This design comes from an exercise in tuning for small area on the open sky130 flow, not from production work.
Only simulation tests tie the RTL to the original design; equivalence was not proved.
Power and IR drop assume default switching activity.

quartz:
==> flow/design.v <==
package pfgm_pkg;
	localparam int SAMPLE_W = 16;
	localparam int GAIN_W   = 17;
endpackage
module pcm_format_gain_mixer #(
	parameter int GAIN_FRAC_BITS = 16
) (
	input  logic                                 clk,
	input  logic                                 arst_n,
	input  logic                                 psel,
	input  logic                                 penable,
	input  logic                                 pwrite,
	input  logic [2:0]                           paddr,
	input  logic [31:0]                          pwdata,
	output logic [31:0]                          prdata,
	output logic                                 pready,
	input  logic                                 in_valid,
	output logic                                 in_stall,
	input  logic                                 active,
	input  logic [2:0]                           sample_format,
	input  logic [31:0]                          sample_word,
	input  logic [pfgm_pkg::GAIN_W-1:0]          source_gain,
	input  logic                                 last_source,
	output logic                                 out_valid,
	input  logic                                 out_stall,
	output logic signed [pfgm_pkg::SAMPLE_W-1:0] mixed_left,
	output logic signed [pfgm_pkg::SAMPLE_W-1:0] mixed_right,
	output logic                                 clipped
);
	localparam logic [1:0] PH_F = 2'd0;   
	localparam logic [1:0] PH_P = 2'd1;   
	localparam logic [1:0] PH_S = 2'd2;   
	logic [16:0] mg_q;
	logic        mg_set;
	logic [16:0] mg_eff;
	logic        wr_ok;
	assign pready = 1'b1;
	assign wr_ok  = psel & penable & pwrite & ~paddr[2] & (~pwdata[16] | ~(|pwdata[15:0]));
	assign mg_eff = mg_set ? mg_q : 17'h10000;
	assign prdata = {15'd0, paddr[2] ? 17'd0 : mg_eff};
	always_ff @(posedge clk) begin
		if (wr_ok) begin
			mg_q <= pwdata[16:0];
		end
	end
	always_ff @(posedge clk or negedge arst_n) begin
		if (!arst_n) begin
			mg_set <= 1'b0;
		end else if (wr_ok) begin
			mg_set <= 1'b1;
		end
	end
	logic [1:0]  ph;
	logic [1:0]  ch;
	logic [4:0]  i;
	logic [4:0]  j;
	logic [4:0]  c;
	logic signed [16:0] acc;
	logic        sticky;
	logic        cy;
	logic        fresh;
	logic        ov;
	logic        clip_q;
	logic [15:0] sum_l;
	logic [15:0] sum_r;
	logic        run;
	logic        cnt_end;
	logic        accept;
	logic        end_diag;
	logic        fin;
	assign run      = in_valid & ~ov;
	assign cnt_end  = (i == 5'd16);
	assign accept   = (ph == PH_F) & (ch == 2'd2) & cnt_end;
	assign in_stall = ~accept;
	assign end_diag = (j == 5'd0) | (i == 5'd16);
	assign fin      = (i == 5'd16) & (j == 5'd16);
	logic        silent;
	logic        sel_hi;
	logic [7:0]  byte_v;
	logic [15:0] smp;
	assign silent = ~active | sample_format[2];
	assign sel_hi = ch[0] & sample_format[0];
	assign byte_v = sel_hi ? sample_word[15:8] : sample_word[7:0];
	assign smp    = sample_format[1] ? (sel_hi ? sample_word[31:16] : sample_word[15:0])
	                                 : {{3{~byte_v[7]}}, byte_v[6:0], 6'd0};
	logic        pb;
	logic [4:0]  u;
	logic        tk;
	logic [15:0] term;
	logic signed [17:0] addv;
	logic [15:0] sum_c;
	logic        sb;
	logic        r;
	logic        c17;
	logic        r17;
	logic        top_in;
	logic        stream;
	logic        sat;
	assign pb     = (ph == PH_P) & ~silent & mg_eff[i] & source_gain[j];
	assign u      = c + {4'd0, pb};
	assign tk     = (ph == PH_P) & u[0];
	assign term   = tk ? smp : 16'd0;
	assign addv   = {acc[16], acc} + {term[15], term, 1'b0};
	assign sum_c  = ch[0] ? sum_r : sum_l;
	assign sb     = ~fresh & (i[4] ? sum_c[15] : sum_c[0]);
	assign r      = acc[0] ^ sb ^ cy;
	assign c17    = (acc[0] & sb) | (acc[0] & cy) | (sb & cy);
	assign r17    = acc[0] ^ sb ^ c17;
	assign top_in = (ph == PH_P) ? addv[17] : ((ph == PH_S) ? r : 1'b0);
	assign stream = cy ? ((i == 5'd15) ? sticky : ~sticky) : acc[0];
	assign sat    = ~((acc[16] == r) & (r == r17));
	always_ff @(posedge clk) begin
		if (~((ph == PH_P) & ~end_diag)) begin
			acc <= {top_in, addv[16:1]};
		end
	end
	always_ff @(posedge clk) begin
		if (ph == PH_P) begin
			c <= end_diag ? {1'b0, u[4:1]} : u;
		end else begin
			c <= 5'd0;
		end
	end
	always_ff @(posedge clk) begin
		case (ph)
			PH_P: begin
				if (fin) begin
					cy <= (sticky | acc[0]) & smp[15];
				end
				if (end_diag) begin
					sticky <= sticky | acc[0];
				end
			end
			PH_S: begin
				if (cnt_end) begin
					cy     <= sat;
					sticky <= r17;
				end else begin
					cy     <= c17;
				end
			end
			default: begin
				if (cnt_end) begin
					sticky <= 1'b0;
				end
			end
		endcase
	end
	logic en_l, en_r;
	assign en_l = ~i[4] & (((ph == PH_S) & (ch == 2'd0)) | ((ph == PH_F) & (ch == 2'd1)));
	assign en_r = ~i[4] & (((ph == PH_S) & (ch == 2'd1)) | ((ph == PH_F) & (ch == 2'd2)));
	always_ff @(posedge clk) begin
		if (en_l) begin
			sum_l <= {(ph == PH_F) ? stream : sum_l[0], sum_l[15:1]};
		end
		if (en_r) begin
			sum_r <= {(ph == PH_F) ? stream : sum_r[0], sum_r[15:1]};
		end
	end
	always_ff @(posedge clk) begin
		if ((ph == PH_S) & cnt_end) begin
			clip_q <= (clip_q & ~(fresh & (ch == 2'd0))) | sat;
		end
	end
	always_ff @(posedge clk or negedge arst_n) begin
		if (!arst_n) begin
			ph <= PH_F;
			ch <= 2'd0;
			i  <= 5'd0;
		end else begin
			case (ph)
				PH_P: begin
					if (fin) begin
						ph <= PH_S;
						i  <= 5'd0;
					end else if (end_diag) begin
						if (i == 5'd16) begin
							i <= j + 5'd1;
						end else begin
							i <= 5'd0;
						end
					end else begin
						i <= i + 5'd1;
					end
				end
				PH_S: begin
					if (cnt_end) begin
						ph <= PH_F;
						ch <= ch + 2'd1;
						i  <= 5'd0;
					end else begin
						i <= i + 5'd1;
					end
				end
				default: begin
					if (cnt_end) begin
						i <= 5'd0;
						if (ch == 2'd2) begin
							ch <= 2'd0;
						end else if ((ch != 2'd0) | run) begin
							ph <= PH_P;
						end
					end else begin
						i <= i + 5'd1;
					end
				end
			endcase
		end
	end
	always_ff @(posedge clk) begin
		if (ph == PH_P) begin
			if (end_diag) begin
				j <= (i == 5'd16) ? 5'd16 : i + 5'd1;
			end else begin
				j <= j - 5'd1;
			end
		end else begin
			j <= 5'd0;
		end
	end
	always_ff @(posedge clk or negedge arst_n) begin
		if (!arst_n) begin
			ov    <= 1'b0;
			fresh <= 1'b1;
		end else begin
			if (accept & in_valid) begin
				ov    <= last_source;
				fresh <= last_source;
			end else if (~out_stall) begin
				ov <= 1'b0;
			end
		end
	end
	assign out_valid   = ov;
	assign mixed_left  = sum_l;
	assign mixed_right = sum_r;
	assign clipped     = clip_q;
endmodule
==> flow/config.mk <==
export PLATFORM = sky130hd
export DESIGN_NAME = pcm_format_gain_mixer
export DESIGN_NICKNAME = pcm_format_gain_mixer
export VERILOG_FILES = /design/flow/design.v
export SDC_FILE = /design/flow/constraint.sdc
export NUM_CORES = 4
export LEC_CHECK = 0
export CAP_MARGIN = 5
export CORE_MARGIN = 2
export CORE_UTILIZATION = 65
export CTS_BUF_LIST = sky130_fd_sc_hd__clkbuf_8 sky130_fd_sc_hd__clkbuf_16
export CTS_CLUSTER_DIAMETER = 150
export CTS_CLUSTER_SIZE = 40
export SLEW_MARGIN = 5
==> flow/constraint.sdc <==
create_clock -name core_clock -period 8.0 [get_ports {clk}]
set_input_delay 1.6000 -clock core_clock [delete_from_list [all_inputs] [get_ports {clk}]]
set_output_delay 1.6000 -clock core_clock [all_outputs]
set_load 0.01 [all_outputs]
standard.sh (not shown) runs the stock make flow with config.mk's settings and CLKGATE_MAP_FILE= SYNTH_SCRIPT=/design/flow/synth_recipe.tcl, a recipe that flattens the netlist after the stock synthesis.
==> flow/flow/run.sh <==
#!/bin/bash
# The standard layout with these changes:
#  - synthesis maps the logic with an area-oriented ABC script (flow/abc_map.script)
#    in place of ORFS's speed script;
#  - adders are left to ABC instead of being mapped to half/full adder cells first
#    (ADDER_MAP_FILE empty); everything else in synthesis is unchanged;
#  - the port buffers are made of the smallest buffer cell.
#  - one tie cell drives all constant outputs (SKIP_REPAIR_TIE_FANOUT);
#  - clock tree synthesis adds no dummy loads to balance the tree.
set -euo pipefail
rm -rf scripts_abc
cp -r "$FLOW_HOME/scripts" scripts_abc
cp flow/abc_map.script scripts_abc/abc_speed.script
bash standard.sh "SCRIPTS_DIR=$PWD/scripts_abc" "ADDER_MAP_FILE=" "BUFFER_PORTS_ARGS=-buffer_cell sky130_fd_sc_hd__buf_1" "SKIP_REPAIR_TIE_FANOUT=1" "CTS_ARGS=-sink_clustering_enable -repair_clock_nets -sink_clustering_size 40 -sink_clustering_max_diameter 150 -buf_list {sky130_fd_sc_hd__clkbuf_8 sky130_fd_sc_hd__clkbuf_16} -dont_use_dummy_load" finish > make_finish.log 2>&1
==> flow/flow/abc_map.script <==
strash
dc2
dch -f
&get -n
&st
&dch
&nf -R 1000
&put
Modified inputs, amber compared to quartz
==> flow/flow/run.sh <==
#!/bin/bash
# The standard layout with two changes:
#  - synthesis maps the logic with an area-oriented ABC script (flow/abc_map.script)
#    in place of ORFS's speed script; everything else in synthesis is unchanged;
#  - the port buffers are made of the smallest buffer cell.
set -euo pipefail
rm -rf scripts_abc
cp -r "$FLOW_HOME/scripts" scripts_abc
cp flow/abc_map.script scripts_abc/abc_speed.script
bash standard.sh "SCRIPTS_DIR=$PWD/scripts_abc" "BUFFER_PORTS_ARGS=-buffer_cell sky130_fd_sc_hd__buf_1" finish > make_finish.log 2>&1
==> flow/flow/abc_map.script <==
&get -n
&st
&dch
&nf -R 1000
&put
==> flow/config.mk <==
export PLATFORM = sky130hd
export DESIGN_NAME = pcm_format_gain_mixer
export DESIGN_NICKNAME = pcm_format_gain_mixer
export VERILOG_FILES = /design/flow/design.v
export SDC_FILE = /design/flow/constraint.sdc
export NUM_CORES = 4
export LEC_CHECK = 0
export CAP_MARGIN = 20
export CORE_MARGIN = 2
export CORE_UTILIZATION = 40
export CTS_BUF_LIST = sky130_fd_sc_hd__clkbuf_4 sky130_fd_sc_hd__clkbuf_8
export SLEW_MARGIN = 20
[summary]
- quartz → amber: path depth of the worst reg2reg path now smaller; critical path depth now smaller; total CTS buffers comparable.
- amber reports its category of the critical setup timing path as in2reg while quartz reports reg2reg.
- Max fraction of area in registers across amber and quartz: quartz
The following lists how xenon was set up differently from amber:
==> flow/flow/run.sh <==
#!/bin/bash
# The standard layout with three changes:
#  - synthesis maps the logic with an area-oriented ABC script (flow/abc_map.script)
#    in place of ORFS's speed script;
#  - adders are left to ABC instead of being mapped to half/full adder cells first
#    (ADDER_MAP_FILE empty); everything else in synthesis is unchanged;
#  - the port buffers are made of the smallest buffer cell.
set -euo pipefail
rm -rf scripts_abc
cp -r "$FLOW_HOME/scripts" scripts_abc
cp flow/abc_map.script scripts_abc/abc_speed.script
bash standard.sh "SCRIPTS_DIR=$PWD/scripts_abc" "ADDER_MAP_FILE=" "BUFFER_PORTS_ARGS=-buffer_cell sky130_fd_sc_hd__buf_1" finish > make_finish.log 2>&1
==> flow/flow/abc_map.script <==
strash
dc2
dch -f
&get -n
&st
&dch
&nf -R 1000
&put
diff --git a/flow/config.mk b/flow/config.mk
--- a/flow/config.mk
+++ b/flow/config.mk
@@ -9,4 +9,6 @@
 export CORE_MARGIN = 2
-export CORE_UTILIZATION = 40
+export CORE_UTILIZATION = 65
 export CTS_BUF_LIST = sky130_fd_sc_hd__clkbuf_4 sky130_fd_sc_hd__clkbuf_8
+export CTS_CLUSTER_DIAMETER = 100
+export CTS_CLUSTER_SIZE = 30
 export SLEW_MARGIN = 20
--- outcome ---
Both conditions hold for xenon: the flow ran to the end and the final layout passed the timing, DRC and antenna checks. In xenon, the maximum frequency came out 13% below the value in amber. [compare] base=amber new=xenon: stage delay of the slowest cell on the critical path went down 0.16 ns; sequential share of layout area went up 2.9 points. Higher number of standard cells in the final layout excluding fillers among amber and xenon: amber. Core outline area (higher): amber. xenon packs its core more tightly than amber. Total non-filler cell area in the finished layout delta (xenon − amber): favourable.
What cedar does differently from xenon at the input level:
==> flow/flow/run.sh <==
#!/bin/bash
# The standard layout with these changes:
#  - synthesis maps the logic with an area-oriented ABC script (flow/abc_map.script)
#    in place of ORFS's speed script;
#  - adders are left to ABC instead of being mapped to half/full adder cells first
#    (ADDER_MAP_FILE empty); everything else in synthesis is unchanged;
#  - the port buffers are made of the smallest buffer cell.
#  - one tie cell drives all constant outputs (SKIP_REPAIR_TIE_FANOUT);
#  - clock tree synthesis adds no dummy loads to balance the tree;
#  - after global routing, cells off the critical paths are downsized (RECOVER_POWER).
set -euo pipefail
rm -rf scripts_abc
cp -r "$FLOW_HOME/scripts" scripts_abc
cp flow/abc_map.script scripts_abc/abc_speed.script
bash standard.sh "SCRIPTS_DIR=$PWD/scripts_abc" "ADDER_MAP_FILE=" "BUFFER_PORTS_ARGS=-buffer_cell sky130_fd_sc_hd__buf_1" "SKIP_REPAIR_TIE_FANOUT=1" "CTS_ARGS=-sink_clustering_enable -repair_clock_nets -sink_clustering_size 30 -sink_clustering_max_diameter 100 -buf_list {sky130_fd_sc_hd__clkbuf_4 sky130_fd_sc_hd__clkbuf_8} -dont_use_dummy_load" "RECOVER_POWER=100" finish > make_finish.log 2>&1
diff --git a/flow/config.mk b/flow/config.mk
--- a/flow/config.mk
+++ b/flow/config.mk
@@ -7,3 +7,3 @@
 export LEC_CHECK = 0
-export CAP_MARGIN = 20
+export CAP_MARGIN = 5
 export CORE_MARGIN = 2
@@ -13,2 +13,2 @@
 export CTS_CLUSTER_SIZE = 30
-export SLEW_MARGIN = 20
+export SLEW_MARGIN = 5
==> comparison <==
- In the reports for cedar and xenon, the smaller placer's final routability congestion estimate belongs to cedar.
- Share of power burned in combinational logic, cedar and xenon: lower on xenon
- cedar has slew at the pin closest to its max-slew limit above what xenon had.
- From xenon to cedar the numbers moved as follows: clock group power shrank by about 26%; via count lower; met3 usage in global routing fell by 0.83 points.
Relative to cedar, the following input files were edited for fjord:
==> flow/flow/run.sh <==
#!/bin/bash
# The standard layout with these changes:
#  - synthesis maps the logic with an area-oriented ABC script (flow/abc_map.script)
#    in place of ORFS's speed script;
#  - adders are left to ABC instead of being mapped to half/full adder cells first
#    (ADDER_MAP_FILE empty); everything else in synthesis is unchanged;
#  - the port buffers are made of the smallest buffer cell.
#  - one tie cell drives all constant outputs (SKIP_REPAIR_TIE_FANOUT);
#  - clock tree synthesis adds no dummy loads to balance the tree.
set -euo pipefail
rm -rf scripts_abc
cp -r "$FLOW_HOME/scripts" scripts_abc
cp flow/abc_map.script scripts_abc/abc_speed.script
bash standard.sh "SCRIPTS_DIR=$PWD/scripts_abc" "ADDER_MAP_FILE=" "BUFFER_PORTS_ARGS=-buffer_cell sky130_fd_sc_hd__buf_1" "SKIP_REPAIR_TIE_FANOUT=1" "CTS_ARGS=-sink_clustering_enable -repair_clock_nets -sink_clustering_size 30 -sink_clustering_max_diameter 100 -buf_list {sky130_fd_sc_hd__clkbuf_4 sky130_fd_sc_hd__clkbuf_8} -dont_use_dummy_load" finish > make_finish.log 2>&1
diff --git a/flow/config.mk b/flow/config.mk
--- a/flow/config.mk
+++ b/flow/config.mk
@@ -9,3 +9,3 @@
 export CORE_MARGIN = 2
-export CORE_UTILIZATION = 65
+export CORE_UTILIZATION = 80
 export CTS_BUF_LIST = sky130_fd_sc_hd__clkbuf_4 sky130_fd_sc_hd__clkbuf_8
Findings:
fjord: it failed during global routing, and the tool reported GRT-0232.
Going from cedar to fjord, share of the synthesized area in compound gates (AO/OA/AOI/OAI) was more or less identical, worst-case setup slack after placement went down by 0.26 ns, post-synthesis share of cell area spent on and, or, nand and nor gates was more or less identical.

[port drivers added, routing unchanged]
No port has a modelled driver above. Below, the same layouts with a new extraction and two added sets of constraints.
Step 1 sets driving cells, clkbuf_16 on the clock port and buf_2 on the other inputs (assumed; they add their load-dependent delay and slew).
Step 2 times the ports against the registers' clock, not the clock port: input delays grow and output delays shrink by t, the midpoint of the rising clock arrivals with the driver on.
a / b / c = no drivers / after step 1 / after step 2; a / b = the first two.
run | t (ns) | setup slack, ns | hold slack, ns | latest minus earliest clock arrival (ns) | worst slew at a driven data input, ns
quartz | 0.383 | 1.152 / 1.152 / 0.958 | 0.448 / 0.448 / 0.448 | 0.039 / 0.040 | 0.04
amber | 0.405 | 2.255 / 2.261 / 1.856 | 0.457 / 0.457 / 0.457 | 0.010 / 0.010 | 0.04
xenon | 0.394 | 1.380 / 1.388 / 0.994 | 0.456 / 0.456 / 0.456 | 0.015 / 0.015 | 0.04
cedar | 0.382 | 1.114 / 1.114 / 0.963 | 0.448 / 0.448 / 0.448 | 0.040 / 0.040 | 0.04
After both steps setup and hold are still met in every run listed. For amber, which loses most, drivers alone change the setup slack by +0.006 ns; drivers and shift together by -0.399 ns.
